Context: an optimization exercise on an open-source flow, tuned for small area. The choices shown serve that exercise and are no tape-out recipe. Function was checked by simulation only, so behaviour that the tests miss may differ from the original. Power and IR drop assume default switching activity.

==> flow/config.mk <==
export PLATFORM = sky130hd
export DESIGN_NAME = triangle_assembler
export DESIGN_NICKNAME = triangle_assembler
export VERILOG_FILES = /design/flow/design.v
export SDC_FILE = /design/flow/constraint.sdc
export NUM_CORES = 4
export LEC_CHECK = 0
export ABC_AREA = 1
export CAP_MARGIN = 20
export CORE_MARGIN = 2
export CORE_UTILIZATION = 45
export SLEW_MARGIN = 20
==> flow/constraint.sdc <==
create_clock -name core_clock -period 6.0 [get_ports {clk_i}]
set_input_delay 1.2000 -clock core_clock [delete_from_list [all_inputs] [get_ports {clk_i}]]
set_output_delay 1.2000 -clock core_clock [all_outputs]
set_load 0.01 [all_outputs]
==> flow/design.v <==
module triangle_fifo #(
    parameter int DEPTH = 4,
    parameter int WIDTH = 171
) (
    input  logic                     clk_i,
    input  logic                     rst_ni,
    input  logic                     push_i,
    input  logic [WIDTH-1:0]         data_i,
    input  logic                     pop_i,
    output logic [WIDTH-1:0]         data_o,
    output logic                     full_o,
    output logic                     empty_o,
    output logic [$clog2(DEPTH):0]   count_o
);
    localparam int PTR_W = $clog2(DEPTH);
    localparam logic [PTR_W:0] FULL_COUNT = (PTR_W + 1)'(DEPTH);
    logic [WIDTH-1:0]   mem_q [DEPTH];
    logic [PTR_W-1:0]   wr_ptr_q;
    logic [PTR_W-1:0]   rd_ptr_q;
    logic [PTR_W:0]     count_q;
    logic               do_push;
    logic               do_pop;
    assign do_pop  = pop_i && (count_q != '0);
    assign do_push = push_i && ((count_q != FULL_COUNT) || do_pop);
    always_ff @(posedge clk_i) begin
        for (int i = 0; i < DEPTH; i++) begin
            if (do_push && (wr_ptr_q == PTR_W'(i))) begin
                mem_q[i] <= data_i;
            end
        end
    end
    always_ff @(posedge clk_i or negedge rst_ni) begin
        if (!rst_ni) begin
            wr_ptr_q <= '0;
            rd_ptr_q <= '0;
            count_q  <= '0;
        end else begin
            if (do_push) begin
                wr_ptr_q <= wr_ptr_q + 1'b1;
            end
            if (do_pop) begin
                rd_ptr_q <= rd_ptr_q + 1'b1;
            end
            case ({do_push, do_pop})
                2'b10:   count_q <= count_q + 1'b1;
                2'b01:   count_q <= count_q - 1'b1;
                default: count_q <= count_q;
            endcase
        end
    end
    assign data_o  = mem_q[rd_ptr_q];
    assign full_o  = (count_q == FULL_COUNT);
    assign empty_o = (count_q == '0);
    assign count_o = count_q;
endmodule
module triangle_assembler #(
    parameter int DEPTH     = 4,
    parameter int AF_MARGIN = 2
) (
    input  logic                clk_i,
    input  logic                rst_ni,
    input  logic                data_in_i,
    input  logic [11:0]         triangle_index_in_i,
    input  logic signed [17:0]  u_i,
    input  logic signed [17:0]  v_i,
    input  logic signed [17:0]  n_i,
    input  logic                clear_status_i,
    output logic                tri_valid_o,
    input  logic                tri_ready_i,
    output logic [11:0]         tri_index_o,
    output logic [2:0][17:0]    tri_u_o,
    output logic [2:0][17:0]    tri_v_o,
    output logic [2:0][17:0]    tri_n_o,
    output logic [9:0]          bbox_min_x_o,
    output logic [9:0]          bbox_max_x_o,
    output logic [9:0]          bbox_min_y_o,
    output logic [9:0]          bbox_max_y_o,
    output logic                almost_full_o,
    output logic                seq_error_o,
    output logic                overflow_o,
    output logic [15:0]         culled_count_o
);
    localparam int COORD_W = 18;
    localparam int INDEX_W = 12;
    localparam int BBOX_W  = 10;
    localparam int SVTX_W  = 3 * COORD_W - 1;           
    localparam int PKT_W   = INDEX_W + 3 * SVTX_W;      
    localparam int CNT_W = $clog2(DEPTH) + 1;
    localparam logic [CNT_W-1:0] AF_LEVEL = CNT_W'(DEPTH - AF_MARGIN);
    function automatic logic above(input logic [COORD_W-1:0] c, input logic [BBOX_W-1:0] hi);
        above = !c[COORD_W-1] && ((c[COORD_W-2:BBOX_W] != '0) || (c[BBOX_W-1:0] > hi));
    endfunction
    function automatic logic [BBOX_W-1:0] clamp(input logic [COORD_W-1:0] c, input logic [BBOX_W-1:0] hi);
        if (c[COORD_W-1])   clamp = '0;
        else if (above(c, hi)) clamp = hi;
        else                clamp = c[BBOX_W-1:0];
    endfunction
    function automatic logic [2*BBOX_W-1:0] minmax3(input logic [BBOX_W-1:0] a, b, c);
        logic ab, ac, bc;
        logic [BBOX_W-1:0] mn, mx;
        ab = a < b;
        ac = a < c;
        bc = b < c;
        mn = ab ? (ac ? a : c) : (bc ? b : c);
        mx = ab ? (bc ? c : b) : (ac ? c : a);
        minmax3 = {mn, mx};
    endfunction
    localparam logic [BBOX_W-1:0] X_MAX = 10'd639;
    localparam logic [BBOX_W-1:0] Y_MAX = 10'd479;
    logic [SVTX_W:0]      in_vtx;
    logic [SVTX_W:0]      slot0_q, slot1_q, slot2_q;
    logic [INDEX_W-1:0]   idx_q;
    logic [1:0]           vcnt_q;
    logic                 asm_valid_q;
    logic                 first, ld0, ld1, ld2, mismatch;
    assign in_vtx = {u_i, v_i, n_i[COORD_W-2:0], (n_i[COORD_W-1] || (n_i == '0))};
    assign mismatch = data_in_i && (vcnt_q != 2'd0) && (triangle_index_in_i != idx_q);
    assign ld0 = data_in_i && ((vcnt_q == 2'd0) || mismatch);
    assign ld1 = data_in_i && !mismatch && (vcnt_q == 2'd1);
    assign ld2 = data_in_i && !mismatch && (vcnt_q == 2'd2);
    always_ff @(posedge clk_i) begin
        if (ld0) begin
            slot0_q <= in_vtx;
            idx_q   <= triangle_index_in_i;
        end
        if (ld1) slot1_q <= in_vtx;
        if (ld2) slot2_q <= in_vtx;
    end
    always_ff @(posedge clk_i or negedge rst_ni) begin
        if (!rst_ni) begin
            vcnt_q      <= 2'd0;
            asm_valid_q <= 1'b0;
        end else begin
            asm_valid_q <= ld2;
            if (ld0)      vcnt_q <= 2'd1;
            else if (ld1) vcnt_q <= 2'd2;
            else if (ld2) vcnt_q <= 2'd0;
        end
    end
    logic [COORD_W-1:0] su0, su1, su2, sv0, sv1, sv2;
    logic               cull_d;
    logic               eval_valid_q, eval_cull_q;
    logic [INDEX_W+SVTX_W-1:0] eval_q;
    assign su0 = slot0_q[SVTX_W -: COORD_W];
    assign su1 = slot1_q[SVTX_W -: COORD_W];
    assign su2 = slot2_q[SVTX_W -: COORD_W];
    assign sv0 = slot0_q[SVTX_W-COORD_W -: COORD_W];
    assign sv1 = slot1_q[SVTX_W-COORD_W -: COORD_W];
    assign sv2 = slot2_q[SVTX_W-COORD_W -: COORD_W];
    assign cull_d = slot0_q[0] || slot1_q[0] || slot2_q[0] ||
                    (su0[COORD_W-1] && su1[COORD_W-1] && su2[COORD_W-1]) ||
                    (sv0[COORD_W-1] && sv1[COORD_W-1] && sv2[COORD_W-1]) ||
                    (above(su0, X_MAX) && above(su1, X_MAX) && above(su2, X_MAX)) ||
                    (above(sv0, Y_MAX) && above(sv1, Y_MAX) && above(sv2, Y_MAX));
    always_ff @(posedge clk_i) begin
        eval_q      <= {idx_q, slot0_q[SVTX_W:1]};
        eval_cull_q <= cull_d;
    end
    always_ff @(posedge clk_i or negedge rst_ni) begin
        if (!rst_ni) eval_valid_q <= 1'b0;
        else         eval_valid_q <= asm_valid_q;
    end
    logic                 fifo_push, fifo_pop, fifo_full, fifo_empty;
    logic                 cull_evt, drop_evt;
    logic [CNT_W-1:0]     fifo_count;
    logic [PKT_W-1:0]     head;
    assign fifo_pop  = tri_ready_i && !fifo_empty;
    assign fifo_push = eval_valid_q && !eval_cull_q;
    assign cull_evt  = eval_valid_q && eval_cull_q;
    assign drop_evt  = fifo_push && fifo_full && !fifo_pop;
    triangle_fifo #(
        .DEPTH (DEPTH),
        .WIDTH (PKT_W)
    ) u_fifo (
        .clk_i   (clk_i),
        .rst_ni  (rst_ni),
        .push_i  (fifo_push),
        .data_i  ({eval_q, slot1_q[SVTX_W:1], slot2_q[SVTX_W:1]}),
        .pop_i   (fifo_pop),
        .data_o  (head),
        .full_o  (fifo_full),
        .empty_o (fifo_empty),
        .count_o (fifo_count)
    );
    logic        seq_error_q, overflow_q;
    logic [15:0] culled_count_q;
    always_ff @(posedge clk_i or negedge rst_ni) begin
        if (!rst_ni) begin
            seq_error_q    <= 1'b0;
            overflow_q     <= 1'b0;
            culled_count_q <= '0;
        end else if (clear_status_i) begin
            seq_error_q    <= 1'b0;
            overflow_q     <= 1'b0;
            culled_count_q <= {15'd0, cull_evt};
        end else begin
            seq_error_q    <= seq_error_q | mismatch;
            overflow_q     <= overflow_q | drop_evt;
            culled_count_q <= culled_count_q + {15'd0, cull_evt};
        end
    end
    logic [SVTX_W-1:0]      hv [3];
    logic [2:0][BBOX_W-1:0] cu, cv;
    assign hv[0] = head[3*SVTX_W-1 -: SVTX_W];
    assign hv[1] = head[2*SVTX_W-1 -: SVTX_W];
    assign hv[2] = head[SVTX_W-1 -: SVTX_W];
    for (genvar gi = 0; gi < 3; gi++) begin : g_vtx_out
        assign tri_u_o[gi] = hv[gi][SVTX_W-1 -: COORD_W];
        assign tri_v_o[gi] = hv[gi][SVTX_W-1-COORD_W -: COORD_W];
        assign tri_n_o[gi] = {1'b0, hv[gi][COORD_W-2:0]};
        assign cu[gi] = clamp(hv[gi][SVTX_W-1 -: COORD_W], X_MAX);
        assign cv[gi] = clamp(hv[gi][SVTX_W-1-COORD_W -: COORD_W], Y_MAX);
    end
    assign tri_valid_o    = !fifo_empty;
    assign tri_index_o    = head[PKT_W-1 -: INDEX_W];
    assign {bbox_min_x_o, bbox_max_x_o} = minmax3(cu[0], cu[1], cu[2]);
    assign {bbox_min_y_o, bbox_max_y_o} = minmax3(cv[0], cv[1], cv[2]);
    assign almost_full_o  = (fifo_count >= AF_LEVEL);
    assign seq_error_o    = seq_error_q;
    assign overflow_o     = overflow_q;
    assign culled_count_o = culled_count_q;
endmodule
==> flow/run.sh <==
#!/bin/bash
# synth_recipe.tcl (not shown) runs the flow's synth.tcl, then flattens the netlist and writes it again
# the make line also repeats each setting of config.mk as NAME=value (left out here)
make -C /OpenROAD-flow-scripts/flow DESIGN_CONFIG=/design/flow/config.mk WORK_HOME=/design/flow/orfs CLKGATE_MAP_FILE= SYNTH_SCRIPT=/design/flow/synth_recipe.tcl finish
==> results of run 1 <==
-- what timing repair did --
action / CTS / global route
gates cloned: 2 / 13
resized for setup: 104 / 205
hold buffers: 0 / 0
pin swaps: 10 / 45
setup buffers: 21 / 62
endpoints found under the setup margin: 38 / 38
-- through the flow --
stage               util, %  worst slack [ns]  setup TNS [ns]  total power, W
floorplan                 -            -0.648         -451.88          0.0144
global placement       51.4            -0.212           -4.37          0.0209
detailed placement     51.5            -0.230           -4.96          0.0209
CTS                    56.2            -0.242           -4.52          0.0275
global route           57.8           -0.0654          -0.880          0.0299
finish                 57.8             0.130               0          0.0284
-- layer usage --
metal | GRT usage, % | vias to the layer above | share of wire [%]
met3 | 4.26 | 171 | 6.4
met2 | 40.5 | 807 | 50
met4 | 6.90 | 6 | 2.8
met1 | 29.1 | 12200 | 40
li1 | - | 11300 | -
met5 | 0 | - | 0.040
-- area by class of cell --
| type | count | area, um^2 | share of cell area [%] |
|---|---|---|---|
| sequential | 953 | 27800 | 58.5 |
| multi-input combinational | 1654 | 9210 | 19.4 |
| timing repair buffer | 513 | 5170 | 10.9 |
| clock buffer | 126 | 2640 | 5.54 |
| tap | 1070 | 1340 | 2.81 |
| inverter | 184 | 727 | 1.53 |
| clock inverter | 55 | 637 | 1.34 |
| timing repair inverter | 4 | 52.6 | 0.110 |
-- registers in the layout (all words and copies together), names as in the netlist, 2 cells and up --
signal           cells
vcnt_q               2
u_fifo.count_q       3
u_fifo.mem_q       684
slot0_q             54
slot2_q             54
u_fifo.wr_ptr_q      2
idx_q               12
u_fifo.rd_ptr_q      2
eval_q              65
culled_count_q      16
slot1_q             54
-- worst min-delay path by stage --
stage                 from          to  depth (start not counted)
3_3_place_gp    slot0_q[7]   eval_q[6]                          0
4_1_cts         slot0_q[1]   eval_q[0]                          0
6_report        slot0_q[1]   eval_q[0]                          0
3_5_place_dp   slot0_q[38]  eval_q[37]                          0
2_1_floorplan   slot0_q[1]   eval_q[0]                          0
5_1_grt         slot0_q[1]   eval_q[0]                          0
-- kinds of logic after synthesis --
group                    after synthesis
adder cells (fa/ha/maj)               65
other                                  2
flip-flops                           953
XOR/XNOR                              12
buffers and inverters                310
AND/OR/NAND/NOR                     1176
AO/OA/AOI/OAI                        390
-- power breakdown --
| group | internal, W | switching [W] |
|---|---|---|
| clock network | 0.00352 | 0.00253 |
| registers | 0.00729 | 0.0000681 |
| logic | 0.00625 | 0.00872 |
| total | 0.0171 | 0.0113 |
-- critical path, delay by kind of cell, from the launching register on --
kind | cells | cell delay, ns
AOI/OAI and AO/OA | 5 | 0.90
DFF | 1 | 0.44
adders and majority gates | 2 | 0.55
and+or+nand+nor | 8 | 1.12
buffers and inverters | 7 | 1.00
-- synthesized netlist by cell type, types with 4 or more instances --
cell / n / area share (%)
ha_1: 64 / 2.1
buf_6: 30 / 0.90
nor2_2: 6 / 0.10
inv_2: 5 / 0.050
nor2_1: 150 / 1.5
nor3_1: 18 / 0.24
o21ai_1: 46 / 0.61
a22o_1: 29 / 0.68
edfxtp_1: 858 / 69
o21ai_0: 15 / 0.20
buf_2: 21 / 0.28
or2_2: 6 / 0.10
nor3b_1: 10 / 0.20
nand2_1: 744 / 7.4
dfrtp_1: 29 / 1.9
a21oi_1: 137 / 1.8
o22ai_1: 51 / 0.85
nand2_4: 5 / 0.15
or2_1: 30 / 0.50
buf_4: 20 / 0.40
nand3_1: 165 / 2.2
o21ai_2: 6 / 0.14
nand4_1: 15 / 0.25
buf_1: 4 / 0.040
nand2_2: 5 / 0.083
xor2_1: 10 / 0.23
a31oi_1: 89 / 1.5
dfxtp_1: 66 / 3.5
inv_1: 177 / 1.8
clkbuf_1: 51 / 0.51
o22ai_2: 6 / 0.20
nor4_1: 16 / 0.27
==> results.sh, run 1 <==
export IMPL_outcome="finished clean"
export IMPL_dieArea_um2=85800
export IMPL_wl_per_cell_um=22.7
export IMPL_critPathCapture="bbox_min_x_o[2]"
export IMPL_wl_mm=103
export IMPL_cpMaxStageDelayCell="dfrtp_2"
export IMPL_crit_chain="inv_4 > ha_4 > buf_12 > inv_8 > or2_2 > o21ai_2 > nand2_1 > nor2_4 > nand3_4 > buf_4 > o21ai_4 > ha_4 > nand4_1 > a31oi_2 > a2111oi_4 > buf_4 > nand2_1 > buf_6 > nand2_1 > nand2_1 > o21ai_1 > dlymetal6s2s_1"
export IMPL_num_vias=24500
export IMPL_start_util_pct=45.6
export IMPL_crit_start="u_fifo.rd_ptr_q[0]"
export IMPL_hold_ws_ns=0.324
export IMPL_syn_area_um2=37600
export IMPL_ys_seq_area_share_pct=74.1
export IMPL_cts_tree="built"
export IMPL_design_area_um2=47600
export IMPL_die_h_um=293
export IMPL_critPathMaxFanout=12
export IMPL_cellPowerDensity_nw_per_um2=597
export IMPL_post_route_period_util_pct=97.8
export IMPL_ys_async_sr_fraction_pct=3.04
export IMPL_clockBufferDepth=3
export IMPL_critPathKind="reg2out"
export IMPL_synthAdderAreaFrac_pct=2.19
export IMPL_synthMuxAreaShare_pct=0
export IMPL_port_buffers=299
export IMPL_synth_compound_area_share_pct=6.29
export IMPL_dp_cells=4283
export IMPL_cp_data_arrival_time_ns=4.67
export IMPL_slew_headroom_pct=27.2
export IMPL_rrSetupSlack_ns=3.09
export IMPL_h_tree_depth=3
export IMPL_worst_r2r_endpoint="slot0_q[41]"
export IMPL_fp_coreArea_um2=82400
export IMPL_avgViaCountPerCell=5.37
export IMPL_cts_buffers=96
export IMPL_ys_flop_type="edfxtp_1"
export IMPL_drtIter0Drc=1697
export IMPL_yosysWarnings=4
export IMPL_layout_drive_gt1_share_pct=16.7
export IMPL_worstRegToRegCells=6
export IMPL_synth_top_family_by_area="simple AND/OR/NAND/NOR gates"
export IMPL_cp_end_kind="primary output"
export IMPL_synth_distinct_cells=49
export IMPL_grt_pass1_wl_mm=149
export IMPL_final_common_cell="edfxtp_1"
export IMPL_drtPass1Iterations=8
export IMPL_worst_pin_slew_ns=1.09
export IMPL_synth_simple_gate_area_share_pct=13.2
export IMPL_antenna_found_initial=3
export IMPL_period_minus_slack_ns=5.87
export IMPL_clkTransAtPathRegs_ns=0.06
export IMPL_worstPathRequired_ns=4.80
export IMPL_layout_common_cells="edfxtp_1 (858), nand2_1 (729), clkdlybuf4s50_1 (261)"
export IMPL_grt_max_degree=69
export IMPL_crit_top_cell="nand2_1"
export IMPL_nets=3542
export IMPL_skew_ns=0.0577
export IMPL_route_detailed_drc=0
export IMPL_die_x_um=293
export IMPL_routabilityCongestion=0.873
export IMPL_rows=105
export IMPL_gr_usage_all_layers_pct=23.1
export IMPL_ir_worst_vdd_v=0.000334
export IMPL_grt_pass1_vias=24200
export IMPL_reg2reg_from="idx_q[1]"
export IMPL_max_stage_delay_ns=0.44
export IMPL_ant_nets=0
export IMPL_clock_sinks=953
export IMPL_ys_ff_latch=953
export IMPL_placed_area_um2=42400
export IMPL_dp_final_hpwl_mm=64.1
export IMPL_insertion_delay_ns=0.67
export IMPL_final_instance_count_excl_fill=4559
export IMPL_hold_class="reg2reg"
export IMPL_pin_count=305
export IMPL_area_delta_synth_final_pct=26.7
export IMPL_num_antenna_cells=0
export IMPL_syn_area_per_cell_um2=12.9
export IMPL_synthXorXnorAreaFrac_pct=0.280
export IMPL_crit_path_start_kind="flop"
export IMPL_max_cap_viol_count=0
export IMPL_grt_overflow_total=0
export IMPL_leakagePower_nw=17.8
export IMPL_synth_edf_count=858
export IMPL_clock_fmax_ghz=0.170
export IMPL_finalMaxSlewViolations=0
export IMPL_syn_inst=2908
export IMPL_cts_root_buffer="clkbuf_16"
export IMPL_finalSetupViolCount=0
export IMPL_num_fill_cells=6552
export IMPL_final_hold_violation_count=0
==> inputs of run 2 (changes only) <==
--- a/flow/design.v
+++ b/flow/design.v
@@ -30,16 +30,14 @@
         end
     end
+    assign wr_ptr_q = rd_ptr_q + count_q[PTR_W-1:0];
+    always_ff @(posedge clk_i) begin
+        if (do_pop) begin
+            rd_ptr_q <= rd_ptr_q + 1'b1;
+        end
+    end
     always_ff @(posedge clk_i or negedge rst_ni) begin
         if (!rst_ni) begin
-            wr_ptr_q <= '0;
-            rd_ptr_q <= '0;
-            count_q  <= '0;
+            count_q <= '0;
         end else begin
-            if (do_push) begin
-                wr_ptr_q <= wr_ptr_q + 1'b1;
-            end
-            if (do_pop) begin
-                rd_ptr_q <= rd_ptr_q + 1'b1;
-            end
             case ({do_push, do_pop})
                 2'b10:   count_q <= count_q + 1'b1;
@@ -49,5 +47,10 @@
         end
     end
-    assign data_o  = mem_q[rd_ptr_q];
+    always_comb begin
+        data_o = '0;
+        for (int i = 0; i < DEPTH; i++) begin
+            data_o = data_o | ({WIDTH{rd_ptr_q == PTR_W'(i)}} & mem_q[i]);
+        end
+    end
     assign full_o  = (count_q == FULL_COUNT);
     assign empty_o = (count_q == '0);
@@ -91,18 +94,28 @@
         above = !c[COORD_W-1] && ((c[COORD_W-2:BBOX_W] != '0) || (c[BBOX_W-1:0] > hi));
     endfunction
-    function automatic logic [BBOX_W-1:0] clamp(input logic [COORD_W-1:0] c, input logic [BBOX_W-1:0] hi);
-        if (c[COORD_W-1])   clamp = '0;
-        else if (above(c, hi)) clamp = hi;
-        else                clamp = c[BBOX_W-1:0];
-    endfunction
-    function automatic logic [2*BBOX_W-1:0] minmax3(input logic [BBOX_W-1:0] a, b, c);
-        logic ab, ac, bc;
-        logic [BBOX_W-1:0] mn, mx;
-        ab = a < b;
-        ac = a < c;
-        bc = b < c;
-        mn = ab ? (ac ? a : c) : (bc ? b : c);
-        mx = ab ? (bc ? c : b) : (ac ? c : a);
-        minmax3 = {mn, mx};
+    function automatic logic [2*BBOX_W-1:0] bbox3(
+        input logic [COORD_W-1:0] c0, c1, c2, input logic [BBOX_W-1:0] hi);
+        logic [2:0] neg, big;
+        logic [BBOX_W-1:0] a, b, c, mn, mx;
+        logic lt01, lt02, lt12, n0, n1, n2, x0, x1, x2, mn_neg, mx_big;
+        neg = {c2[COORD_W-1], c1[COORD_W-1], c0[COORD_W-1]};
+        big = {above(c2, hi), above(c1, hi), above(c0, hi)};
+        a = c0[BBOX_W-1:0];
+        b = c1[BBOX_W-1:0];
+        c = c2[BBOX_W-1:0];
+        lt01 = (neg[0] & !neg[1]) | (!big[0] & big[1]) | (!neg[0] & !neg[1] & !big[0] & !big[1] & (a < b));
+        lt02 = (neg[0] & !neg[2]) | (!big[0] & big[2]) | (!neg[0] & !neg[2] & !big[0] & !big[2] & (a < c));
+        lt12 = (neg[1] & !neg[2]) | (!big[1] & big[2]) | (!neg[1] & !neg[2] & !big[1] & !big[2] & (b < c));
+        n0 = lt01 & lt02;
+        n1 = !lt01 & lt12;
+        n2 = !n0 & !n1;
+        x0 = !lt01 & !lt02;
+        x1 = lt01 & !lt12;
+        x2 = !x0 & !x1;
+        mn = ({BBOX_W{n0}} & a) | ({BBOX_W{n1}} & b) | ({BBOX_W{n2}} & c);
+        mx = ({BBOX_W{x0}} & a) | ({BBOX_W{x1}} & b) | ({BBOX_W{x2}} & c);
+        mn_neg = (n0 & neg[0]) | (n1 & neg[1]) | (n2 & neg[2]);
+        mx_big = (x0 & big[0]) | (x1 & big[1]) | (x2 & big[2]);
+        bbox3 = {(mn_neg ? {BBOX_W{1'b0}} : mn), (mx_big ? hi : mx)};
     endfunction
     localparam logic [BBOX_W-1:0] X_MAX = 10'd639;
@@ -201,5 +214,4 @@
     end
     logic [SVTX_W-1:0]      hv [3];
-    logic [2:0][BBOX_W-1:0] cu, cv;
     assign hv[0] = head[3*SVTX_W-1 -: SVTX_W];
     assign hv[1] = head[2*SVTX_W-1 -: SVTX_W];
@@ -209,11 +221,9 @@
         assign tri_v_o[gi] = hv[gi][SVTX_W-1-COORD_W -: COORD_W];
         assign tri_n_o[gi] = {1'b0, hv[gi][COORD_W-2:0]};
-        assign cu[gi] = clamp(hv[gi][SVTX_W-1 -: COORD_W], X_MAX);
-        assign cv[gi] = clamp(hv[gi][SVTX_W-1-COORD_W -: COORD_W], Y_MAX);
-    end
+    end
+    assign {bbox_min_x_o, bbox_max_x_o} = bbox3(tri_u_o[0], tri_u_o[1], tri_u_o[2], X_MAX);
+    assign {bbox_min_y_o, bbox_max_y_o} = bbox3(tri_v_o[0], tri_v_o[1], tri_v_o[2], Y_MAX);
     assign tri_valid_o    = !fifo_empty;
     assign tri_index_o    = head[PKT_W-1 -: INDEX_W];
-    assign {bbox_min_x_o, bbox_max_x_o} = minmax3(cu[0], cu[1], cu[2]);
-    assign {bbox_min_y_o, bbox_max_y_o} = minmax3(cv[0], cv[1], cv[2]);
     assign almost_full_o  = (fifo_count >= AF_LEVEL);
     assign seq_error_o    = seq_error_q;
--- a/flow/config.mk
+++ b/flow/config.mk
@@ -6,7 +6,8 @@
 export NUM_CORES = 4
 export LEC_CHECK = 0
-export ABC_AREA = 1
 export CAP_MARGIN = 20
 export CORE_MARGIN = 2
 export CORE_UTILIZATION = 45
+export CTS_BUF_LIST = sky130_fd_sc_hd__clkbuf_4
+export CTS_CLUSTER_SIZE = 20
 export SLEW_MARGIN = 20
==> results.sh, run 2 <==
export IMPL_clockBufferDepth=3
export IMPL_ys_async_sr_fraction_pct=2.63
export IMPL_fp_coreArea_um2=77500
export IMPL_so_violations="negative setup slack"
export IMPL_rrSetupSlack_ns=2.30
export IMPL_cpLargestDelayFamily="simple AND/OR/NAND/NOR gates"
export IMPL_synth_edf_count=860
export IMPL_syn_inst=2061
export IMPL_cts_root_buffer="clkbuf_4"
export IMPL_clock_fmax_ghz=0.164
export IMPL_leakagePower_nw=16.2
export IMPL_clock_sinks=951
export IMPL_h_tree_depth=4
export IMPL_place_ws_ns=-0.0406
export IMPL_yosysWarnings=4
export IMPL_synth_area_leader_cell="edfxtp_1"
export IMPL_rows=102
export IMPL_gr_usage_met1_pct=30.5
export IMPL_layout_drive_gt1_share_pct=29.9
export IMPL_yosys_cell_count_top_type="edfxtp_1"
export IMPL_regMostFlops="u_fifo.mem_q"
export IMPL_final_instance_count_excl_fill=3997
export IMPL_crit_top_cell="buf_6"
export IMPL_cp_buffers_inverters=6
export IMPL_num_vias=21900
export IMPL_fin_ws_ns=-0.0951
export IMPL_slew_headroom_pct=26.2
export IMPL_synth_distinct_cells=80
export IMPL_die_x_um=284
export IMPL_dp_cells=3423
export IMPL_gr_usage_all_layers_pct=23.8
export IMPL_ys_seq_area_share_pct=78.9
export IMPL_rsz0062_at_grt="yes"
export IMPL_drtIter0Drc=1515
export IMPL_cts_hold_buf=0
export IMPL_cpMaxStageDelayCell="edfxtp_1"
export IMPL_grt_pass1_wl_mm=143
export IMPL_largest_reg_flops=684
export IMPL_area_delta_synth_final_pct=30.9
export IMPL_final_hold_violation_count=0
export IMPL_post_route_period_util_pct=102
export IMPL_critPathKind="reg2out"
export IMPL_grt_overflow_total=0
export IMPL_worstPathRequired_ns=4.80
export IMPL_synth_top_cells_by_area="edfxtp_1 (73%), a22oi_1 (6.3%), dfxtp_1 (3.8%), ha_1 (2.2%), dfrtp_1 (1.8%)"
export IMPL_max_stage_delay_ns=0.42
export IMPL_dp_final_hpwl_mm=56.4
export IMPL_wl_per_cell_um=24.4
export IMPL_outcome="finished with violations"
export IMPL_crit_path_start_kind="flop"
export IMPL_grt_pass1_vias=22600
export IMPL_use_met2_pct=39.8
export IMPL_clkTransAtPathRegs_ns=0.07
export IMPL_ant_nets=0
export IMPL_max_cap_viol_count=0
export IMPL_num_fill_cells=5996
export IMPL_synth_top_area_share_pct=73.4
export IMPL_finalSetupTns_ns=-0.719
export IMPL_cellPowerDensity_nw_per_um2=281
export IMPL_largest_registers="u_fifo.mem_q: 684 flops, eval_q: 65 flops"
export IMPL_drtPass1Iterations=5
export IMPL_ys_flop_type="edfxtp_1"
export IMPL_cts_buffers=230
export IMPL_wl_mm=97.5
export IMPL_ir_worst_vdd_v=0.000179
export IMPL_final_common_cell="edfxtp_1"
export IMPL_crit_chain="buf_6 > ha_4 > buf_4 > buf_8 > a22oi_1 > nand2_1 > buf_4 > ha_4 > and4_4 > or3b_4 > a21oi_2 > and4bb_1 > o311ai_4 > nand3_4 > a41oi_4 > buf_6 > o2111ai_4 > buf_6"
export IMPL_period_minus_slack_ns=6.10
export IMPL_layout_common_cells="edfxtp_1 (860), clkbuf_4 (357), a22oi_1 (286)"
export IMPL_pin_count=305
export IMPL_top_usage_layer="met2"
export IMPL_antenna_found_initial=6
export IMPL_hold_class="reg2reg"
export IMPL_skew_ns=0.105
export IMPL_die_h_um=284
export IMPL_avgViaCountPerCell=5.48
export IMPL_use_met3_pct=6.37
export IMPL_worst_pin_slew_ns=1.11
export IMPL_synth_top_cells_by_count="edfxtp_1 (860), a22oi_1 (296), nand2_1 (159), inv_1 (74), dfxtp_1 (66)"
export IMPL_grt_max_degree=125
export IMPL_port_buffers=301
export IMPL_finalMaxSlewViolations=0
export IMPL_insertion_delay_ns=1.10
export IMPL_finalSetupViolCount=26
export IMPL_dieArea_um2=80400
export IMPL_cts_tree="built"
export IMPL_routabilityCongestion=0.891
export IMPL_nets=2888
export IMPL_syn_area_um2=35200
export IMPL_cp_end_kind="primary output"
export IMPL_ys_ff_latch=951
export IMPL_route_detailed_drc=0
export IMPL_syn_area_per_cell_um2=17.1
export IMPL_cp_data_arrival_time_ns=4.90
export IMPL_start_util_pct=45.4
export IMPL_critPathMaxFanout=14
run 2: final timing paths:
kind,startpoint,to,cells past startpoint
max reg2reg,u_fifo.rd_ptr_q[0],u_fifo.mem_q[1][140],7
min in group asynchronous,rst_ni,u_fifo.count_q[2],2
min,slot0_q[8],eval_q[7],0
max in group asynchronous,rst_ni,u_fifo.count_q[0],2
min reg2reg,slot0_q[8],eval_q[7],0
max,u_fifo.rd_ptr_q[1],bbox_max_y_o[1],18
run 2: timing repair:
action                                  CTS  global route
endpoints found under the hold margin     0             0
endpoints found under the setup margin   40            41
pin swaps                                59            31
gates cloned                             11             5
buffers inserted                         98            25
resized for setup                       384            79
run 2: area by class of cell:
class	instances	area, um^2	share of cell area, %
repair buffers	550	5570	12.1
diodes	3	7.51	0.0163
clock buffers	357	2680	5.82
multi-input cells	946	7930	17.2
flip-flops and latches	951	27800	60.3
well taps	1040	1300	2.82
clock inverters	74	515	1.12
inverters	76	298	0.646
run 2: cells by family after synthesis:
group	after synthesis	share of synthesized area, %
mux	1	0.0320
simple gates	354	4.96
other cells	1	0.0107
flops	951	78.9
fa+ha+maj	62	2.23
compound gates	500	10.9
buf+inv	167	2.29
xor+xnor	25	0.622
run 2: through the flow:
step	hold WS [ns]	area, um^2	utilization, %	total power, W
after detailed placement	0.327	40200	51.8	0.00755
after global placement	0.324	40200	51.8	0.00755
after floorplan	0.323	35300	-	0.00745
after CTS	0.312	45400	58.6	0.0131
final	0.318	46100	59.5	0.0129
after global routing	0.329	46100	59.5	0.0135
run 2: layer usage:
metal / part of all wire [%] / vias to the layer above
met5: 0.034 / -
met4: 2.0 / 8
met3: 7.5 / 142
met2: 50 / 870
met1: 41 / 11000
li1: - / 9830
run 2: where the power goes:
| part | internal (W) | leakage, nW | total (W) | switching [W] |
|---|---|---|---|---|
| clock network | 0.00292 | 1.88 | 0.00553 | 0.00260 |
| logic | 0.0000502 | 5.67 | 0.000107 | 0.0000564 |
| registers | 0.00725 | 8.68 | 0.00730 | 0.0000489 |
| total | 0.0102 | 16.2 | 0.0129 | 0.00271 |
==> inputs of run 3 (changes only) <==
--- a/flow/config.mk
+++ b/flow/config.mk
@@ -9,5 +9,3 @@
 export CORE_MARGIN = 2
 export CORE_UTILIZATION = 45
-export CTS_BUF_LIST = sky130_fd_sc_hd__clkbuf_4
-export CTS_CLUSTER_SIZE = 20
 export SLEW_MARGIN = 20
==> results.sh, run 3 <==
export IMPL_ys_async_sr_fraction_pct=2.63
export IMPL_synth_top_cells_by_area="edfxtp_1 (73%), a22oi_1 (6.3%), dfxtp_1 (3.8%), ha_1 (2.2%), dfrtp_1 (1.8%)"
export IMPL_ant_nets=0
export IMPL_slew_headroom_pct=27.4
export IMPL_dp_final_hpwl_mm=56.4
export IMPL_critPathCapture="bbox_max_y_o[5]"
export IMPL_nets=2683
export IMPL_grt_pass1_wl_mm=137
export IMPL_die_h_um=284
export IMPL_period_minus_slack_ns=5.92
export IMPL_worstRegToRegCells=7
export IMPL_rows=102
export IMPL_area_delta_synth_final_pct=27.4
export IMPL_synth_top_cells_by_count="edfxtp_1 (860), a22oi_1 (296), nand2_1 (159), inv_1 (74), dfxtp_1 (66)"
export IMPL_start_util_pct=45.4
export IMPL_clkTransAtPathRegs_ns=0.06
export IMPL_grt_pass1_vias=21000
export IMPL_cp_end_kind="primary output"
export IMPL_synth_distinct_cells=80
export IMPL_grt_max_degree=125
export IMPL_routabilityCongestion=0.891
export IMPL_ys_flop_type="edfxtp_1"
export IMPL_cellPowerDensity_nw_per_um2=306
export IMPL_clockBufferDepth=3
export IMPL_largest_reg_flops=684
export IMPL_critPathKind="reg2out"
export IMPL_die_x_um=284
export IMPL_h_tree_depth=3
export IMPL_largest_registers="u_fifo.mem_q: 684 flops, eval_q: 65 flops"
export IMPL_cp_data_arrival_time_ns=4.72
export IMPL_hold_class="reg2reg"
export IMPL_synth_top_area_share_pct=73.4
export IMPL_yosys_cell_count_top_type="edfxtp_1"
export IMPL_final_util_pct=57.9
export IMPL_worst_pin_slew_ns=1.09
export IMPL_layout_common_cells="edfxtp_1 (860), a22oi_1 (294), clkdlybuf4s50_1 (261)"
export IMPL_route_detailed_drc=0
export IMPL_cp_buffers_inverters=8
export IMPL_finalMaxSlewViolations=0
export IMPL_crit_chain="buf_6 > ha_4 > buf_12 > buf_4 > buf_4 > a22o_1 > a221oi_2 > inv_1 > ha_1 > nand4_1 > nor3_1 > o31ai_1 > nand2_1 > a211o_2 > o311ai_2 > buf_4 > a41oi_4 > buf_6 > a21boi_1 > dlygate4sd2_1"
export IMPL_cpMaxStageDelayCell="edfxtp_1"
export IMPL_worst_r2r_endpoint="u_fifo.mem_q[1][76]"
export IMPL_max_stage_delay_ns=0.42
export IMPL_finalSetupViolCount=0
export IMPL_ys_ff_latch=951
export IMPL_post_route_period_util_pct=98.7
export IMPL_layout_drive_gt1_share_pct=18.9
export IMPL_syn_area_per_cell_um2=17.1
export IMPL_synth_area_leader_cell="edfxtp_1"
export IMPL_syn_area_um2=35200
export IMPL_outcome="finished clean"
export IMPL_clock_fmax_ghz=0.169
export IMPL_max_cap_viol_count=0
export IMPL_ys_seq_area_share_pct=78.9
export IMPL_power_total_w=0.0137
export IMPL_regMostFlops="u_fifo.mem_q"
export IMPL_final_hold_violation_count=0
export IMPL_cts_buffers=99
export IMPL_antenna_found_initial=6
export IMPL_crit_top_cell="buf_4"
export IMPL_num_vias=20600
export IMPL_cp_depth=20
export IMPL_cts_root_buffer="clkbuf_16"
export IMPL_skew_ns=0.0244
export IMPL_drtIter0Drc=1515
export IMPL_final_common_cell="edfxtp_1"
export IMPL_synth_edf_count=860
export IMPL_wl_mm=93.5
export IMPL_fp_coreArea_um2=77500
export IMPL_gr_usage_all_layers_pct=22.7
export IMPL_clock_sinks=951
export IMPL_pin_count=305
export IMPL_grt_overflow_total=0
export IMPL_rrSetupSlack_ns=2.32
export IMPL_dieArea_um2=80400
export IMPL_syn_inst=2061
export IMPL_crit_start="u_fifo.rd_ptr_q[0]"
export IMPL_drtPass1Iterations=5
export IMPL_ir_worst_vdd_v=0.000233
export IMPL_cpLargestDelayFamily="buffers and inverters"
export IMPL_leakagePower_nw=15.5
export IMPL_yosysWarnings=4
export IMPL_wl_per_cell_um=25.4
export IMPL_num_antenna_cells=0
export IMPL_num_fill_cells=5990
export IMPL_cts_tree="built"
export IMPL_crit_path_start_kind="flop"
export IMPL_rsz0062_at_grt="yes"
export IMPL_worstPathRequired_ns=4.80
export IMPL_port_buffers=301
export IMPL_critPathMaxFanout=4
export IMPL_insertion_delay_ns=0.65
export IMPL_avgViaCountPerCell=5.61
export IMPL_reg2reg_from="u_fifo.rd_ptr_q[0]"
run 3: cell counts after synthesis:
No cell type changed its count.
run 3: how the worst min path moves through the flow:
stage           startpoint         end  slack, ns  cells after the start
2_1_floorplan   slot0_q[1]   eval_q[0]       0.32                      0
3_3_place_gp   slot0_q[17]  eval_q[16]       0.32                      0
3_5_place_dp   slot0_q[17]  eval_q[16]       0.33                      0
4_1_cts         slot0_q[8]   eval_q[7]       0.34                      0
5_1_grt         slot0_q[4]   eval_q[3]       0.34                      0
6_report        slot0_q[8]   eval_q[7]       0.33                      0
run 3: repair_timing:
item,in CTS,in global routing
pin swaps,14,22
buffers inserted,36,24
setup endpoints to repair,40,40
hold buffers,0,0
resized for setup,101,113
cloned,4,2
run 3: final cells by class:
type	instances	area, um^2	share of cell area [%]
multi-input cells	946	7390	16.5
inverters	76	285	0.637
clock inverters	68	752	1.68
flip-flops and latches	951	27800	62.0
well taps	1040	1300	2.90
clock buffers	118	2700	6.03
repair buffers	476	4610	10.3
run 3: kinds of logic (layout without fill, tap and decap cells):
kind of cell,Yosys count,after routing,share of synthesized area [%]
adder cells (fa/ha/maj),62,62,2.23
buffers and inverters,167,738,2.29
AO/OA/AOI/OAI,500,501,10.9
AND/OR/NAND/NOR,354,354,4.96
other,1,3,0.0107
flip-flops,951,951,78.9
multiplexers,1,1,0.0320
XOR/XNOR,25,25,0.622
run 3: stage by stage:
stage          hold WS, ns  instances  setup WS, ns  instance area (um^2)  setup TNS (ns)
2_1_floorplan        0.323       2063        -0.196                 35300          -66.86
3_3_place_gp         0.324       3423        0.0189                 40200               0
3_5_place_dp         0.327       3423       -0.0406                 40200          -0.182
4_1_cts              0.337       3649        -0.112                 44300          -0.505
5_1_grt              0.340       3675        -0.118                 44800          -0.554
6_report             0.332       3675        0.0800                 44800               0
run 3: worst register-to-register path: stages, from the launching register on:
cell      delay [ns]
edfxtp_1        0.42
buf_6           0.16
buf_4           0.13
ha_1            0.18
xnor2_1         0.13
xnor2_1         0.71
and3_4          1.05
buf_12          0.49
run 3: power by group:
| part | total, W | leakage, nW | switching (W) | internal, W |
|---|---|---|---|---|
| Sequential | 0.00731 | 8.68 | 0.0000495 | 0.00726 |
| Clock | 0.00630 | 1.70 | 0.00255 | 0.00376 |
| Combinational | 0.000107 | 5.09 | 0.0000566 | 0.0000502 |
| Total | 0.0137 | 15.5 | 0.00265 | 0.0111 |
run 3: metal layers:
layer	part of all wire, %	vias to the layer above	global-route usage, %
met5	0.033	-	0
met4	2.2	6	6.07
met3	6.7	129	4.32
met2	49	711	37.9
met1	42	10500	30.6
li1	-	9239	-
==> inputs of run 4 (changes only) <==
--- a/flow/design.v
+++ b/flow/design.v
@@ -13,31 +13,47 @@
     output logic [$clog2(DEPTH):0]   count_o
 );
-    localparam int PTR_W = $clog2(DEPTH);
+    localparam int PTR_W  = $clog2(DEPTH);
+    localparam int RING_N = DEPTH - 1;
     localparam logic [PTR_W:0] FULL_COUNT = (PTR_W + 1)'(DEPTH);
-    logic [WIDTH-1:0]   mem_q [DEPTH];
-    logic [PTR_W-1:0]   wr_ptr_q;
-    logic [PTR_W-1:0]   rd_ptr_q;
+    logic [WIDTH-1:0]   head_q;
+    logic [WIDTH-1:0]   ring_q [RING_N];
+    logic [PTR_W-1:0]   wr_ptr_q, rd_ptr_q;
     logic [PTR_W:0]     count_q;
-    logic               do_push;
-    logic               do_pop;
+    logic               do_push, do_pop;
+    logic               head_from_in, head_en, ring_wr;
+    logic [WIDTH-1:0]   head_d;
     assign do_pop  = pop_i && (count_q != '0);
     assign do_push = push_i && ((count_q != FULL_COUNT) || do_pop);
+    assign head_from_in = (count_q[PTR_W:1] == '0);
+    assign head_en      = pop_i || (count_q == '0);
+    assign ring_wr      = do_push && !((count_q == '0) || ((count_q == (PTR_W + 1)'(1)) && do_pop));
+    always_comb begin
+        head_d = {WIDTH{head_from_in}} & data_i;
+        for (int i = 0; i < RING_N; i++) begin
+            head_d = head_d | ({WIDTH{!head_from_in && (rd_ptr_q == PTR_W'(i))}} & ring_q[i]);
+        end
+    end
     always_ff @(posedge clk_i) begin
-        for (int i = 0; i < DEPTH; i++) begin
-            if (do_push && (wr_ptr_q == PTR_W'(i))) begin
-                mem_q[i] <= data_i;
+        if (head_en) begin
+            head_q <= head_d;
+        end
+        for (int i = 0; i < RING_N; i++) begin
+            if (ring_wr && (wr_ptr_q == PTR_W'(i))) begin
+                ring_q[i] <= data_i;
             end
         end
     end
-    assign wr_ptr_q = rd_ptr_q + count_q[PTR_W-1:0];
-    always_ff @(posedge clk_i) begin
-        if (do_pop) begin
-            rd_ptr_q <= rd_ptr_q + 1'b1;
-        end
-    end
     always_ff @(posedge clk_i or negedge rst_ni) begin
         if (!rst_ni) begin
-            count_q <= '0;
+            wr_ptr_q <= '0;
+            rd_ptr_q <= '0;
+            count_q  <= '0;
         end else begin
+            if (ring_wr) begin
+                wr_ptr_q <= (wr_ptr_q == PTR_W'(RING_N - 1)) ? '0 : wr_ptr_q + 1'b1;
+            end
+            if (do_pop && !head_from_in) begin
+                rd_ptr_q <= (rd_ptr_q == PTR_W'(RING_N - 1)) ? '0 : rd_ptr_q + 1'b1;
+            end
             case ({do_push, do_pop})
                 2'b10:   count_q <= count_q + 1'b1;
@@ -47,10 +63,5 @@
         end
     end
-    always_comb begin
-        data_o = '0;
-        for (int i = 0; i < DEPTH; i++) begin
-            data_o = data_o | ({WIDTH{rd_ptr_q == PTR_W'(i)}} & mem_q[i]);
-        end
-    end
+    assign data_o  = head_q;
     assign full_o  = (count_q == FULL_COUNT);
     assign empty_o = (count_q == '0);
==> results.sh, run 4 <==
export IMPL_regMostFlops="u_fifo.ring_q"
export IMPL_placed_area_um2=39400
export IMPL_cp_buffers_inverters=2
export IMPL_cp_data_arrival_time_ns=4.65
export IMPL_start_util_pct=45.3
export IMPL_worstRegToRegCells=5
export IMPL_hold_end="eval_q[8]"
export IMPL_leakagePower_nw=14.6
export IMPL_syn_area_um2=35000
export IMPL_clockBufferDepth=3
export IMPL_rows=102
export IMPL_cts_root_buffer="clkbuf_16"
export IMPL_die_h_um=283
export IMPL_pwr_share_seq_pct=42.5
export IMPL_hold_ws_ns=0.330
export IMPL_finalMaxSlewViolations=0
export IMPL_route_detailed_drc=0
export IMPL_drtIter0Drc=1577
export IMPL_largest_reg_flops=513
export IMPL_ant_nets=0
export IMPL_h_tree_depth=3
export IMPL_ys_ff_latch=953
export IMPL_rsz0062_at_grt="no"
export IMPL_grt_overflow_total=0
export IMPL_largest_registers="u_fifo.ring_q: 513 flops, u_fifo.head_q: 171 flops, eval_q: 65 flops"
export IMPL_clock_fmax_ghz=0.171
export IMPL_hold_start="slot0_q[9]"
export IMPL_reg2reg_from="u_fifo.count_q[1]"
export IMPL_fp_coreArea_um2=77200
export IMPL_max_cap_viol_count=0
export IMPL_swShare_pct=31.8
export IMPL_synth_top_cells_by_area="edfxtp_1 (74%), a22oi_1 (7.6%), dfxtp_1 (3.8%), ha_1 (2.2%), dfrtp_1 (2.1%)"
export IMPL_grt_pass1_wl_mm=124
export IMPL_critPathMaxFanout=11
export IMPL_synth_top_area_share_pct=73.6
export IMPL_critPathKind="reg2out"
export IMPL_gr_usage_all_layers_pct=20.5
export IMPL_cts_hold_buf=0
export IMPL_cellPowerDensity_nw_per_um2=500
export IMPL_final_hold_violation_count=0
export IMPL_drtPass1Iterations=5
export IMPL_avgViaCountPerCell=5.68
export IMPL_worst_r2r_endpoint="u_fifo.head_q[28]"
export IMPL_ys_async_sr_fraction_pct=3.04
export IMPL_p_int_w=0.0145
export IMPL_grt_max_degree=170
export IMPL_cts_tree="built"
export IMPL_clock_sinks=953
export IMPL_layout_drive_gt1_share_pct=8.24
export IMPL_synth_top_cells_by_count="edfxtp_1 (858), a22oi_1 (352), nand2_1 (190), clkbuf_1 (84), dfxtp_1 (66)"
export IMPL_synth_edf_count=858
export IMPL_routabilityCongestion=0.853
export IMPL_syn_area_per_cell_um2=16.8
export IMPL_hold_path_cell_count=0
export IMPL_nets=2541
export IMPL_layout_common_cells="edfxtp_1 (858), a22oi_1 (352), clkdlybuf4s50_1 (301)"
export IMPL_cp_depth=9
export IMPL_cp_end_kind="primary output"
export IMPL_cpLargestDelayFamily="compound AO/OA/AOI/OAI gates"
export IMPL_finalSetupViolCount=0
export IMPL_crit_top_cell="a21oi_1"
export IMPL_skew_ns=0.0181
export IMPL_p_comb_share_pct=29.3
export IMPL_synth_area_leader_cell="edfxtp_1"
export IMPL_crit_chain="nor4_1 > and3_1 > nor3b_1 > a21boi_1 > a21oi_1 > a21oi_1 > buf_4 > a211o_1 > clkdlybuf4s50_1"
export IMPL_slew_headroom_pct=26.5
export IMPL_area_delta_synth_final_pct=21.6
export IMPL_outcome="finished clean"
export IMPL_antenna_found_initial=7
export IMPL_worst_pin_slew_ns=1.10
export IMPL_max_stage_delay_ns=0.80
export IMPL_num_vias=20100
export IMPL_crit_start="u_fifo.head_q[46]"
export IMPL_wl_mm=82.8
export IMPL_dp_final_hpwl_mm=48.3
export IMPL_cpMaxStageDelayCell="a21oi_1"
export IMPL_worstPathRequired_ns=4.80
export IMPL_synth_distinct_cells=60
export IMPL_dieArea_um2=80000
export IMPL_ys_seq_area_share_pct=79.5
export IMPL_rrSetupSlack_ns=3.01
export IMPL_cts_setup_buffers=0
export IMPL_grt_pass1_vias=19800
export IMPL_clockPowerShare_pct=28.2
export IMPL_port_buffers=301
export IMPL_post_route_period_util_pct=97.6
export IMPL_place_ws_ns=0.981
export IMPL_wl_per_cell_um=23.4
export IMPL_syn_inst=2080
export IMPL_pin_count=305
export IMPL_postCtsResizedCells=0
export IMPL_die_x_um=283
export IMPL_insertion_delay_ns=0.64
export IMPL_design_area_um2=42600
export IMPL_yosysWarnings=4
export IMPL_p_switching_w=0.00676
export IMPL_fin_ws_ns=0.145
export IMPL_yosys_cell_count_top_type="edfxtp_1"
export IMPL_crit_path_start_kind="flop"
export IMPL_ir_worst_vdd_v=0.000443
export IMPL_clkTransAtPathRegs_ns=0.06
export IMPL_num_fill_cells=6013
export IMPL_ys_flop_type="edfxtp_1"
export IMPL_cts_buffers=94
export IMPL_period_minus_slack_ns=5.85
export IMPL_hold_class="reg2reg"
export IMPL_final_common_cell="edfxtp_1"
## run 4: cell count changes in the layout (fill, tap and decap cells not counted), sizes merged, moves of 19 or more
cell,previous run,this run
nand2,161,190
clkdlybuf4s50,261,301
inv,80,49
a221oi,20,1
nand3,52,21
buf,176,31
clkbuf,138,117
a22oi,301,352
## run 4: per-layer routing
layer	vias up	wire length (um)	GRT usage [%]
met3	112	5080	3.61
li1	8999	-	-
met5	-	41	0
met4	6	1760	6.13
met1	10200	34400	27.9
met2	720	41500	33.9
## run 4: through the flow
stage	utilization [%]	power [W]	TNS, ns	cells
6_report	55.1	0.0213	0	3531
5_1_grt	55.1	0.0224	0	3531
3_3_place_gp	51.0	0.0154	0	3353
2_1_floorplan	-	0.0123	-158.28	2082
4_1_cts	55.1	0.0215	0	3529
3_5_place_dp	51.0	0.0155	0	3353
## run 4: power groups by stage
stage	Clock, W	Sequential [W]	Combinational (W)
after floorplan	0	0.00920	0.00313
final	0.00601	0.00904	0.00623
after global routing	0.00640	0.00914	0.00682
after global placement	0	0.00917	0.00618
after detailed placement	0	0.00919	0.00626
after CTS	0.00614	0.00907	0.00630
## run 4: cell families (layout without fill, tap and decap cells)
| family | after synthesis | in the layout | synth area share (%) |
|---|---|---|---|
| AOI/OAI and AO/OA | 543 | 543 | 11.5 |
| xor gates and xnor gates | 22 | 22 | 0.551 |
| adders and majority gates | 61 | 61 | 2.18 |
| buffers and inverters | 147 | 554 | 1.65 |
| DFF | 953 | 953 | 79.5 |
| muxes | 2 | 2 | 0.0644 |
| other | 1 | 5 | 0.0107 |
| and+or+nand+nor | 351 | 351 | 4.60 |
## run 4: layout make-up
class	count	area, um^2	share of cell area, %
Clock inverter	59	694	1.63
Multi-Input combinational cell	982	6730	15.8
Timing Repair Buffer	332	3350	7.86
Clock buffer	117	2510	5.89
Inverter	46	173	0.406
Tap cell	1040	1300	3.06
Sequential cell	953	27800	65.3
Antenna cell	2	5.00	0.0118
## run 4: worst max-delay path by stage
stage / endpoint / slack, ns
after floorplan: u_fifo.ring_q[1][0] / -0.45
after global routing: bbox_max_x_o[1] / 0.09
after global placement: bbox_max_x_o[0] / 0.99
after CTS: bbox_max_x_o[0] / 0.25
final: bbox_max_x_o[0] / 0.15
after detailed placement: bbox_max_x_o[0] / 0.98
==> inputs of run 5 (changes only) <==
==> flow/flow/run.sh (new file) <==
#!/bin/bash
# Standard ORFS layout (the standard.sh, standard synthesis unchanged) with
# two area settings: port buffers of the smallest buffer cell, and a clock tree
# without dummy balancing loads. Each tool's output goes to its own log here.
set -euo pipefail
export BUFFER_PORTS_ARGS="-buffer_cell sky130_fd_sc_hd__buf_1"
export CTS_ARGS="-sink_clustering_enable -repair_clock_nets -dont_use_dummy_load"
bash standard.sh > flow_orfs.log 2>&1
==> flow/standard.sh (new file) <==
#!/bin/bash
# synth_recipe.tcl (not shown) runs the flow's synth.tcl, then flattens the netlist and writes it again
# the make line also repeats each setting of config.mk as NAME=value (left out here)
make -C /OpenROAD-flow-scripts/flow DESIGN_CONFIG=/design/flow/config.mk WORK_HOME=/design/flow/orfs CLKGATE_MAP_FILE= SYNTH_SCRIPT=/design/flow/synth_recipe.tcl "${@:-finish}"
removed: flow/run.sh
==> results.sh, run 5 <==
export IMPL_outcome="finished clean"
export IMPL_slew_headroom_pct=26.4
export IMPL_pin_count=305
export IMPL_worst_r2r_endpoint="slot1_q[9]"
export IMPL_synth_area_leader_cell="edfxtp_1"
export IMPL_synthMuxAreaShare_pct=0.0644
export IMPL_hold_start="slot0_q[21]"
export IMPL_ys_flop_type="edfxtp_1"
export IMPL_layout_drive_gt1_share_pct=6.23
export IMPL_route_detailed_drc=0
export IMPL_syn_area_per_cell_um2=16.8
export IMPL_final_hold_violation_count=0
export IMPL_ant_nets=0
export IMPL_synthAdderAreaFrac_pct=2.18
export IMPL_hold_end="eval_q[20]"
export IMPL_clockBufferDepth=3
export IMPL_dp_final_hpwl_mm=48.7
export IMPL_num_vias=19800
export IMPL_wl_per_cell_um=23.7
export IMPL_synth_simple_gate_area_share_pct=4.60
export IMPL_h_tree_depth=3
export IMPL_final_common_cell="edfxtp_1"
export IMPL_die_x_um=283
export IMPL_cts_setup_buffers=0
export IMPL_yosysWarnings=4
export IMPL_start_util_pct=45.3
export IMPL_drtIter0Drc=1735
export IMPL_area_delta_synth_final_pct=13.7
export IMPL_cts_buffers=92
export IMPL_cpMaxStageDelayCell="a21oi_1"
export IMPL_reg2reg_from="idx_q[3]"
export IMPL_clock_sinks=953
export IMPL_finalSetupViolCount=0
export IMPL_gr_usage_all_layers_pct=20.2
export IMPL_synth_top_cells_by_area="edfxtp_1 (74%), a22oi_1 (7.6%), dfxtp_1 (3.8%), ha_1 (2.2%), dfrtp_1 (2.1%)"
export IMPL_cp_data_arrival_time_ns=4.00
export IMPL_worstPathRequired_ns=4.80
export IMPL_grt_max_degree=102
export IMPL_final_instance_count_excl_fill=3453
export IMPL_cp_end_kind="primary output"
export IMPL_clkTransAtPathRegs_ns=0.06
export IMPL_die_h_um=283
export IMPL_ys_ff_latch=953
export IMPL_synth_distinct_cells=60
export IMPL_clock_fmax_ghz=0.192
export IMPL_synthXorXnorAreaFrac_pct=0.551
export IMPL_grt_overflow_total=0
export IMPL_layout_common_cells="edfxtp_1 (858), a22oi_1 (352), buf_1 (301)"
export IMPL_insertion_delay_ns=0.64
export IMPL_yosys_cell_count_top_type="edfxtp_1"
export IMPL_cts_tree="built"
export IMPL_hold_class="reg2reg"
export IMPL_max_cap_viol_count=0
export IMPL_avgViaCountPerCell=5.72
export IMPL_dp_cells=3357
export IMPL_dieArea_um2=80000
export IMPL_synth_top_cells_by_count="edfxtp_1 (858), a22oi_1 (352), nand2_1 (190), clkbuf_1 (84), dfxtp_1 (66)"
export IMPL_worst_pin_slew_ns=1.10
export IMPL_cellPowerDensity_nw_per_um2=481
export IMPL_ir_worst_vdd_v=0.000251
export IMPL_leakagePower_nw=13.4
export IMPL_finalMaxSlewViolations=0
export IMPL_rsz0062_at_grt="no"
export IMPL_rows=102
export IMPL_cts_hold_buf=0
export IMPL_max_stage_delay_ns=0.78
export IMPL_regMostFlops="u_fifo.ring_q"
export IMPL_routabilityCongestion=0.831
export IMPL_drtPass1Iterations=5
export IMPL_skew_ns=0.0738
export IMPL_cts_root_buffer="clkbuf_16"
export IMPL_critPathMaxFanout=21
export IMPL_synth_edf_count=858
export IMPL_wl_mm=81.8
export IMPL_syn_area_um2=35000
export IMPL_worstRegToRegCells=6
export IMPL_antenna_found_initial=3
export IMPL_port_buffers=301
export IMPL_syn_inst=2080
export IMPL_hold_path_cell_count=0
export IMPL_post_route_period_util_pct=86.7
export IMPL_nets=2543
export IMPL_largest_reg_flops=513
export IMPL_synth_top_area_share_pct=73.6
export IMPL_postCtsResizedCells=0
export IMPL_ys_async_sr_fraction_pct=3.04
export IMPL_fp_coreArea_um2=77200
export IMPL_hold_ws_ns=0.294
export IMPL_crit_chain="o21ai_0 > a31oi_1 > or3_1 > and2_1 > a21oi_1 > a211o_1 > buf_1"
export IMPL_ys_seq_area_share_pct=79.5
export IMPL_grt_pass1_vias=19600
export IMPL_period_minus_slack_ns=5.20
export IMPL_largest_registers="u_fifo.ring_q: 513 flops, u_fifo.head_q: 171 flops, eval_q: 65 flops"
export IMPL_critPathKind="reg2out"
export IMPL_rrSetupSlack_ns=2.94
export IMPL_synth_compound_area_share_pct=11.5
export IMPL_power_total_w=0.0192
export IMPL_grt_pass1_wl_mm=123
export IMPL_synth_top_family_by_area="compound AO/OA/AOI/OAI gates"
export IMPL_crit_path_start_kind="flop"
-- run 5: cell types whose count changed in the layout (fill, tap and decap cells not counted), sizes merged --
| cell | change |
|---|---|
| clkinv | -37 |
| inv | -3 |
| bufinv | -13 |
| clkdlybuf4s50 | -301 |
| diode | +2 |
| buf | +305 |
| clkinvlp | -6 |
| clkbuf | -25 |
-- run 5: per-layer routing --
layer  routed length [um]  part of all wire [%]  global-route usage, %
met5                    0                     0                      0
met4                 1680                   2.0                   5.87
met3                 5160                   6.3                   3.23
met2                40000                    49                   32.7
met1                35000                    43                   28.5
-- run 5: power breakdown --
| group | switching, W | leakage [nW] | internal [W] |
|---|---|---|---|
| combinational | 0.00352 | 3.32 | 0.00176 |
| sequential | 0.000787 | 8.92 | 0.00828 |
| clock | 0.00214 | 1.13 | 0.00268 |
-- run 5: cells by family (layout without fill, tap and decap cells) --
family | count (synthesis) | count (layout)
buffers and inverters | 147 | 474
adders and majority gates | 61 | 61
and+or+nand+nor | 351 | 351
other | 1 | 7
muxes | 2 | 2
DFF | 953 | 953
xor gates and xnor gates | 22 | 22
AOI/OAI and AO/OA | 543 | 543
-- run 5: area by class of cell --
cell class / count / area, um^2
multi-input cells: 982 / 6730
clock buffers: 92 / 2300
fillers: 6350 / 37400
diodes: 4 / 10.0
repair buffers: 336 / 1470
flip-flops and latches: 953 / 27800
inverters: 46 / 173
well taps: 1040 / 1300
-- run 5: how the worst max path moves through the flow --
| stage | startpoint | end | slack (ns) | cells past startpoint |
|---|---|---|---|---|
| 5_1_grt | u_fifo.head_q[148] | bbox_max_x_o[9] | 0.56 | 7 |
| 3_3_place_gp | u_fifo.head_q[144] | bbox_max_x_o[9] | 1.48 | 9 |
| 4_1_cts | u_fifo.head_q[149] | bbox_max_x_o[9] | 0.76 | 7 |
| 6_report | u_fifo.head_q[149] | bbox_max_x_o[9] | 0.80 | 7 |
| 2_1_floorplan | tri_ready_i | u_fifo.ring_q[1][0] | -0.45 | 4 |
| 3_5_place_dp | u_fifo.head_q[144] | bbox_max_x_o[9] | 1.44 | 9 |
-- run 5: metrics by stage --
step | instance area [um^2] | worst slack [ns] | setup TNS, ns | util [%]
6_report | 39800 | 0.799 | 0 | 51.5
5_1_grt | 39800 | 0.560 | 0 | 51.5
4_1_cts | 39800 | 0.759 | 0 | 51.5
3_5_place_dp | 37500 | 1.44 | 0 | 48.5
3_3_place_gp | 37500 | 1.48 | 0 | 48.5
2_1_floorplan | 35100 | -0.454 | -158.28 | -
-- run 5: worst max-delay path, delay by kind of cell (launching register included) --
family	cells	cell delay (ns)
flops	1	0.50
buf+inv	1	0.19
compound gates	4	1.79
simple gates	2	0.90
==> inputs of run 6 (changes only) <==
--- a/flow/design.v
+++ b/flow/design.v
@@ -28,14 +28,18 @@
     assign head_en      = pop_i || (count_q == '0);
     assign ring_wr      = do_push && !((count_q == '0) || ((count_q == (PTR_W + 1)'(1)) && do_pop));
-    always_comb begin
-        head_d = {WIDTH{head_from_in}} & data_i;
-        for (int i = 0; i < RING_N; i++) begin
-            head_d = head_d | ({WIDTH{!head_from_in && (rd_ptr_q == PTR_W'(i))}} & ring_q[i]);
-        end
-    end
+    logic [WIDTH-1:0] head_t0, head_t1;
+    logic             sel_hold, sel_in;
+    logic [RING_N-1:0] sel_ring;
+    assign sel_hold = !head_en;
+    assign sel_in   = head_en && head_from_in;
+    for (genvar gi = 0; gi < RING_N; gi++) begin : g_sel
+        assign sel_ring[gi] = head_en && !head_from_in && (rd_ptr_q == PTR_W'(gi));
+    end
+    assign head_t0 = ~(({WIDTH{sel_hold}} & head_q) | ({WIDTH{sel_in}} & data_i) |
+                       ({WIDTH{sel_ring[0]}} & ring_q[0]));
+    assign head_t1 = ~(({WIDTH{sel_ring[1]}} & ring_q[1]) | ({WIDTH{sel_ring[2]}} & ring_q[2]));
+    assign head_d  = ~(head_t0 & head_t1);
     always_ff @(posedge clk_i) begin
-        if (head_en) begin
-            head_q <= head_d;
-        end
+        head_q <= head_d;
         for (int i = 0; i < RING_N; i++) begin
             if (ring_wr && (wr_ptr_q == PTR_W'(i))) begin
--- a/flow/flow/run.sh
+++ b/flow/flow/run.sh
@@ -5,4 +5,4 @@
 set -euo pipefail
 export BUFFER_PORTS_ARGS="-buffer_cell sky130_fd_sc_hd__buf_1"
-export CTS_ARGS="-sink_clustering_enable -repair_clock_nets -dont_use_dummy_load"
+export CTS_ARGS="-sink_clustering_enable -repair_clock_nets -dont_use_dummy_load -sink_clustering_size 24 -sink_clustering_max_diameter 60"
 bash standard.sh > flow_orfs.log 2>&1
==> results.sh, run 6 <==
export IMPL_cts_setup_buffers=0
export IMPL_finalSetupViolCount=0
export IMPL_area_delta_synth_final_pct=11.2
export IMPL_syn_area_per_cell_um2=16.1
export IMPL_pin_count=305
export IMPL_largest_registers="u_fifo.ring_q: 513 flops, u_fifo.head_q: 171 flops, eval_q: 65 flops"
export IMPL_dieArea_um2=77400
export IMPL_num_vias=20300
export IMPL_avgViaCountPerCell=6.06
export IMPL_place_ws_ns=1.39
export IMPL_cp_data_arrival_time_ns=4.11
export IMPL_h_tree_depth=2
export IMPL_cp_end_kind="primary output"
export IMPL_fin_ws_ns=0.694
export IMPL_clockBufferDepth=3
export IMPL_syn_area_um2=33800
export IMPL_critPathKind="reg2out"
export IMPL_cp_buffers_inverters=1
export IMPL_final_hold_violation_count=0
export IMPL_antenna_found_initial=2
export IMPL_wl_mm=83.9
export IMPL_cpMaxStageDelayCell="and2_1"
export IMPL_yosys_cell_count_top_type="edfxtp_1"
export IMPL_outcome="finished clean"
export IMPL_layout_common_cells="edfxtp_1 (687), buf_1 (301), dfxtp_1 (237)"
export IMPL_drtPass1Iterations=9
export IMPL_synth_distinct_cells=61
export IMPL_cts_buffers=59
export IMPL_finalSetupTns_ns=0
export IMPL_postCtsResizedCells=0
export IMPL_worstPathRequired_ns=4.80
export IMPL_nets=2507
export IMPL_ys_ff_latch=953
export IMPL_cpLargestDelayFamily="compound AO/OA/AOI/OAI gates"
export IMPL_synth_edf_count=687
export IMPL_drtIter0Drc=2175
export IMPL_max_cap_viol_count=0
export IMPL_ir_worst_vdd_v=0.000300
export IMPL_yosysWarnings=4
export IMPL_grt_max_degree=108
export IMPL_start_util_pct=45.4
export IMPL_clock_sinks=953
export IMPL_num_antenna_cells=0
export IMPL_routabilityCongestion=0.842
export IMPL_route_detailed_drc=0
export IMPL_rsz0062_at_grt="no"
export IMPL_gr_usage_all_layers_pct=21.0
export IMPL_grt_pass1_vias=20000
export IMPL_layout_drive_gt1_share_pct=4.59
export IMPL_rows=100
export IMPL_die_x_um=278
export IMPL_critPathMaxFanout=21
export IMPL_cellPowerDensity_nw_per_um2=460
export IMPL_clkTransAtPathRegs_ns=0.09
export IMPL_period_minus_slack_ns=5.31
export IMPL_syn_inst=2103
export IMPL_dp_final_hpwl_mm=49.1
export IMPL_synth_top_area_share_pct=61.0
export IMPL_grt_overflow_total=0
export IMPL_max_stage_delay_ns=0.68
export IMPL_post_route_period_util_pct=88.4
export IMPL_insertion_delay_ns=0.64
export IMPL_fp_coreArea_um2=74400
export IMPL_hold_class="reg2reg"
export IMPL_power_total_w=0.0173
export IMPL_crit_path_start_kind="flop"
export IMPL_final_util_pct=50.5
export IMPL_ys_seq_area_share_pct=77.2
export IMPL_skew_ns=0.0663
export IMPL_clock_fmax_ghz=0.188
export IMPL_final_common_cell="edfxtp_1"
export IMPL_ys_async_sr_fraction_pct=3.04
export IMPL_cts_hold_buf=0
export IMPL_ant_nets=0
export IMPL_largest_reg_flops=513
export IMPL_cts_root_buffer="clkbuf_16"
export IMPL_synth_area_leader_cell="edfxtp_1"
export IMPL_num_fill_cells=6152
export IMPL_regMostFlops="u_fifo.ring_q"
export IMPL_synth_top_cells_by_count="edfxtp_1 (687), dfxtp_1 (237), nand2_1 (191), a22oi_1 (181), a222oi_1 (171)"
export IMPL_port_buffers=301
export IMPL_cts_tree="built"
export IMPL_ys_flop_type="edfxtp_1"
export IMPL_leakagePower_nw=12.6
export IMPL_die_h_um=278
export IMPL_synth_top_cells_by_area="edfxtp_1 (61%), dfxtp_1 (14%), a222oi_1 (5.1%), a22oi_1 (4.0%), ha_1 (2.3%)"
export IMPL_worst_pin_slew_ns=1.16
export IMPL_crit_chain="o21ai_0 > a31oi_1 > nor3_1 > o21ai_1 > and2_1 > a21oi_1 > a211o_1 > buf_1"
export IMPL_grt_pass1_wl_mm=126
export IMPL_finalMaxSlewViolations=0
export IMPL_slew_headroom_pct=22.8
export IMPL_wl_per_cell_um=25.1
[run 6: changes by cell type in the layout (fill, tap and decap cells not counted), moves of 4 or more]
cell / change
a222oi_1: +171
a22oi_1: -171
dfxtp_1: +171
edfxtp_1: -171
clkbuf_16: -33
buf_4: -12
buf_12: +5
diode_2: -4
[run 6: worst register-to-register path, stage by stage (launching register included)]
cell and delay (ns):
dfrtp_1 0.52, inv_1 0.19, ha_1 0.38, nand2b_1 0.19, and2_4 0.39, o21bai_1 0.37, nor2_4 0.72, buf_4 0.97
a222oi_1 0.33, nand2_1 0.12
[run 6: metal layers]
metal / part of all wire, % / GRT usage (%) / vias to the layer above
met5: 0.027 / 0 / -
met4: 1.9 / 4.82 / 4
met3: 6.6 / 3.70 / 111
met2: 50 / 35.5 / 748
met1: 42 / 28.5 / 10400
li1: - / - / 9030
[run 6: cells by family (layout without fill, tap and decap cells)]
logic type,count (synthesis),count (layout),synth area share (%)
flip-flops,953,953,77.2
XOR/XNOR,22,22,0.570
AO/OA/AOI/OAI,545,545,13.2
multiplexers,1,1,0.0333
AND/OR/NAND/NOR,354,354,4.82
adder cells (fa/ha/maj),61,61,2.26
other,1,3,0.0111
buffers and inverters,166,434,1.97
[run 6: path summary, 6_finish.rpt]
kind	startpoint	endpoint	slack, ns	cells past startpoint
max	u_fifo.head_q[148]	bbox_max_x_o[9]	0.69	8
min	slot0_q[37]	eval_q[36]	0.32	0
max reg2reg	u_fifo.count_q[1]	u_fifo.head_q[41]	1.72	9
min reg2reg	slot0_q[37]	eval_q[36]	0.32	0
max in group asynchronous	rst_ni	u_fifo.wr_ptr_q[1]	5.14	2
min in group asynchronous	rst_ni	culled_count_q[13]	0.55	2
[run 6: area by class of cell]
type,instances,area [um^2],area share [%]
well taps,969,1210,3.22
repair buffers,329,1480,3.93
flip-flops and latches,953,26100,69.4
multi-input cells,986,7170,19.1
clock buffers,59,1480,3.93
inverters,46,173,0.459
[run 6: power breakdown]
group / switching, W / internal, W
combinational: 0.00323 / 0.00181
clock: 0.00195 / 0.00173
sequential: 0.000876 / 0.00772
total: 0.00605 / 0.0113
[run 6: through the flow]
stage	hold WS [ns]	instance area, um^2	instances
floorplan	0.323	33900	2105
global placement	0.323	36100	3282
detailed placement	0.327	36100	3282
CTS	0.321	37600	3341
global route	0.337	37600	3342
finish	0.316	37600	3342

Check on run 6: ideal ports give 0.694 ns setup slack; a clkbuf_16 on the clock port and buf_2 on the inputs give 0.632 ns; moving port delays by the midpoint clock arrival (0.669 ns) as well gives 1.301 ns.
